What follows belongs to an exercise in optimizing a design on an open flow for small area and a short achievable clock period; a production flow would make more cautious choices.

==> flow/design.v (excerpt) <==
module xgmii_rx_top
#(
    parameter int MAX_FRAME_LEN = 1518
) (
    input  logic        clk,
    input  logic        inv_aresetn,
    input  logic [63:0] xgmii_data_i,
    input  logic [7:0]  xgmii_ctrl_i,
    output logic [63:0] axis_tdata_o,
    output logic [7:0]  axis_tkeep_o,
    output logic        axis_tvalid_o,
    output logic        axis_tlast_o,
    output logic        axis_tuser_o,
    output logic        stat_valid_o,
    output logic        stat_crc_ok_o,
    output logic [13:0] stat_len_o,
    output logic [3:0]  stat_size_o,
    output logic [31:0] good_frames_o,
    output logic [31:0] bad_frames_o
);
    logic [63:0] word;
    logic        word_start;
    logic [2:0]  check_lane;
    logic        crc_match;
    logic [10:0] words;
    logic [2:0]  len_lo;
    xgmii_frame_parser u_parser (
        .clk           (clk),
        .inv_aresetn   (inv_aresetn),
        .xgmii_data_i  (xgmii_data_i),
        .xgmii_ctrl_i  (xgmii_ctrl_i),
        .word_o        (word),
        .word_start_o  (word_start),
        .check_lane_o  (check_lane),
        .crc_match_i   (crc_match),
        .axis_tdata_o  (axis_tdata_o),
        .axis_tkeep_o  (axis_tkeep_o),
        .axis_tvalid_o (axis_tvalid_o),
        .axis_tlast_o  (axis_tlast_o),
        .axis_tuser_o  (axis_tuser_o),
        .words_o       (words),
        .len_lo_o      (len_lo)
    );
    xgmii_crc_check u_crc_check (
        .clk          (clk),
  ...
export LEC_CHECK = 0
export CAP_MARGIN = 20
export CORE_MARGIN = 2
export CORE_UTILIZATION = 55
export CTS_CLUSTER_DIAMETER = 120
export CTS_CLUSTER_SIZE = 25
export SLEW_MARGIN = 20
export SYNTH_HIERARCHICAL = 1
export BUFFER_PORTS_ARGS = -buffer_cell sky130_fd_sc_hd__buf_1
export SETUP_SLACK_MARGIN = 7.0
create_clock -name core_clock -period 10.5 [get_ports {clk}]
standard.sh (not shown) runs the stock make flow with config.mk's settings and CLKGATE_MAP_FILE= SYNTH_SCRIPT=/design/flow/synth_recipe.tcl, a recipe that flattens the netlist after the stock synthesis.
==> flow/flow/run.sh <==
#!/bin/bash
# Standard layout (settings from config.mk via config.mk) plus the settings
# in flow/extra.mk: plain buf_1 port buffers instead of the default
# delay-cell buffers, and a larger setup margin for timing repair.
set -e
cp config.mk config_in.log
cat flow/extra.mk >> config.mk
bash standard.sh > standard.log 2>&1
==> flow/flow/extra.mk <==
export BUFFER_PORTS_ARGS = -buffer_cell sky130_fd_sc_hd__buf_1
export SETUP_SLACK_MARGIN = 7.0
Then changed:
==> flow/flow/extra.mk (replaced) <==
export BUFFER_PORTS_ARGS = -buffer_cell sky130_fd_sc_hd__buf_1
export SETUP_SLACK_MARGIN = 7.4
Settings changed: CORE_UTILIZATION 55 to 65, SETUP_SLACK_MARGIN 7.0 to 7.4.
Outcome: Register-to-register slack is better by 320 ps. Cell area rose by 8.8%. Synthesized cell count is unchanged. Global-route usage rose by 5.8 points. Hold slack is worse by 21 ps. Final cell count increases by 1.4%. Setup slack is better by 120 ps. Die area decreases by 15%.
Then changed:
==> flow/flow/extra.mk (replaced) <==
export BUFFER_PORTS_ARGS = -buffer_cell sky130_fd_sc_hd__buf_1
export SETUP_SLACK_MARGIN = 7.25
Settings changed: CORE_UTILIZATION 65 to 55, SETUP_SLACK_MARGIN 7.4 to 7.25.
Result:
- sequential cell count stays the same
- first-iteration DRC count goes down by 26%
- hold slack gets better by 21 ps
- non-clock buffer count came out lower by 74
No run of this note included a check of the RTL's function; only the layout flow was run.

* * *

Setup of yarrow:
Another version of the RTL of xgmii_rx_top (not shown whole).
Size in the first run: ~1,500 cells after synthesis, roughly 350 flip-flops, about 230 I/O pins, ~16,000 um^2 of cells after synthesis.
## xgmii_rx_top
module xgmii_rx_top
#(
    parameter int MAX_FRAME_LEN = 1518
) (
    input  logic        clk,
    input  logic        inv_aresetn,
    input  logic [63:0] xgmii_data_i,
    input  logic [7:0]  xgmii_ctrl_i,
    output logic [63:0] axis_tdata_o,
    output logic [7:0]  axis_tkeep_o,
    output logic        axis_tvalid_o,
    output logic        axis_tlast_o,
    output logic        axis_tuser_o,
    output logic        stat_valid_o,
    output logic        stat_crc_ok_o,
    output logic [13:0] stat_len_o,
    output logic [3:0]  stat_size_o,
    output logic [31:0] good_frames_o,
    output logic [31:0] bad_frames_o
);
    logic [63:0] word;
    logic        word_start;
    logic [2:0]  check_lane;
    logic        crc_match;
    logic [10:0] words;
    logic [2:0]  len_lo;
    xgmii_frame_parser u_parser (
        .clk           (clk),
        .inv_aresetn   (inv_aresetn),
        .xgmii_data_i  (xgmii_data_i),
        .xgmii_ctrl_i  (xgmii_ctrl_i),
        .word_o        (word),
        .word_start_o  (word_start),
        .check_lane_o  (check_lane),
        .crc_match_i   (crc_match),
        .axis_tdata_o  (axis_tdata_o),
        .axis_tkeep_o  (axis_tkeep_o),
        .axis_tvalid_o (axis_tvalid_o),
        .axis_tlast_o  (axis_tlast_o),
        .axis_tuser_o  (axis_tuser_o),
        .words_o       (words),
        .len_lo_o      (len_lo)
    );
    xgmii_crc_check u_crc_check (
        .clk          (clk),
        .word_i       (word),
        .word_start_i (word_start),
        .check_lane_i (check_lane),
        .crc_match_o  (crc_match)
    );
    rx_frame_stats #(
        .MAX_FRAME_LEN (MAX_FRAME_LEN)
    ) u_stats (
        .clk           (clk),
        .inv_aresetn   (inv_aresetn),
        .tvalid_i      (axis_tvalid_o),
        .tlast_i       (axis_tlast_o),
        .tuser_i       (axis_tuser_o),
        .words_i       (words),
        .len_lo_i      (len_lo),
        .stat_valid_o  (stat_valid_o),
        .stat_crc_ok_o (stat_crc_ok_o),
        .stat_len_o    (stat_len_o),
        .stat_size_o   (stat_size_o),
        .good_frames_o (good_frames_o),
        .bad_frames_o  (bad_frames_o)
    );
endmodule
export LEC_CHECK = 0
export CAP_MARGIN = 20
export CORE_MARGIN = 2
export CORE_UTILIZATION = 55
export CTS_CLUSTER_DIAMETER = 70
export CTS_CLUSTER_SIZE = 30
export SLEW_MARGIN = 20
export SYNTH_HIERARCHICAL = 1
export BUFFER_PORTS_ARGS = -buffer_cell sky130_fd_sc_hd__buf_1
export SETUP_SLACK_MARGIN = 7.25
create_clock -name core_clock -period 10.5 [get_ports {clk}]
==> flow/flow/extra.mk <==
export BUFFER_PORTS_ARGS = -buffer_cell sky130_fd_sc_hd__buf_1
export SETUP_SLACK_MARGIN = 7.25
Scripts as last shown in full above: flow/flow/run.sh
yarrow | status: complete | timing, DRC, antenna: pass
Inputs modified between yarrow and maple:
-- flow/config.mk --
<<< yarrow, line 9
export CORE_MARGIN = 2
export CORE_UTILIZATION = 55
export CTS_CLUSTER_DIAMETER = 70
export CTS_CLUSTER_SIZE = 30
export SLEW_MARGIN = 20
export SYNTH_HIERARCHICAL = 1
>>> maple, line 9
export CORE_MARGIN = 2
export CORE_UTILIZATION = 55
export CTS_CLUSTER_DIAMETER = 120
export CTS_CLUSTER_SIZE = 25
export SLEW_MARGIN = 20
export SYNTH_HIERARCHICAL = 1
Notes after the runs:
Routed wire in maple totals less than in yarrow.
Comparing maple against yarrow, there is no change at all in number of hold violations in the final report.
Reported for maple and yarrow, count of inserted antenna diode cells turned out identical to the last digit.
Layout net count: yarrow vs maple, no meaningful difference
Summary of maple over yarrow: number of cells traversed by the worst hold path ~0 delta; setup slack -25 ps.
[inputs] onyx vs maple
==> flow/flow/extra.mk <==
export BUFFER_PORTS_ARGS = -buffer_cell sky130_fd_sc_hd__buf_1
export SETUP_SLACK_MARGIN = 7.4
-- flow/config.mk --
<<< maple, line 14
export SYNTH_HIERARCHICAL = 1
export BUFFER_PORTS_ARGS = -buffer_cell sky130_fd_sc_hd__buf_1
export SETUP_SLACK_MARGIN = 7.25
>>> onyx, line 14
export SYNTH_HIERARCHICAL = 1
export BUFFER_PORTS_ARGS = -buffer_cell sky130_fd_sc_hd__buf_1
export SETUP_SLACK_MARGIN = 7.4
==> comparison <==
Largest stage delay on the critical path in onyx vs maple: down 310 ps
Number of logic stages on the critical path including buffering: maple and onyx compared, higher one is maple
onyx ended with more global-route usage than maple.
Compared with maple, onyx shows a higher post-layout worst setup margin.
onyx against maple: largest clock skew in the final design ~0 delta; number of antenna violations at the first check in global routing -1.
Function was not checked in any run of this note: the RTL went through the layout flow alone.

==> separate check: timing with driven ports <==
Ports are ideal in the flow. The routed layouts listed here were re-timed in OpenROAD. Step 1 sets driving cells, clkbuf_16 on the clock port and buf_2 on the other inputs (assumed; they add their load-dependent delay and slew). Step 2 times the ports against the registers' clock, not the clock port: input delays grow and output delays shrink by t, the midpoint of the rising clock arrivals with the driver on. a / b / c = ideal / step 1 / step 2; a / b = the first two.
run | t (ns) | setup slack, ns | worst setup path after step 2 | latest minus earliest clock arrival (ns) | slew at the worst register clock pin (ns)
the first run of note 1 | 0.576 | 7.079 / 7.079 / 6.910 | input to register | 0.031 / 0.031 | 0.10 / 0.10
the second run of note 1 | 0.555 | 7.200 / 7.148 / 6.986 | input to register | 0.022 / 0.022 | 0.11 / 0.11
the third run of note 1 | 0.579 | 7.194 / 7.138 / 6.914 | input to register | 0.031 / 0.031 | 0.10 / 0.10
yarrow | 0.574 | 7.286 / 7.234 / 7.244 | input to register | 0.036 / 0.036 | 0.11 / 0.11
maple | 0.552 | 7.260 / 7.259 / 7.235 | input to register | 0.034 / 0.034 | 0.10 / 0.10
onyx | 0.549 | 7.302 / 7.253 / 7.219 | input to register | 0.035 / 0.035 | 0.10 / 0.10
After both steps setup and hold are still met in every run listed. The setup slack of the third run of note 1, which loses most, moves by -0.056 ns with the drivers and by -0.280 ns with both steps.
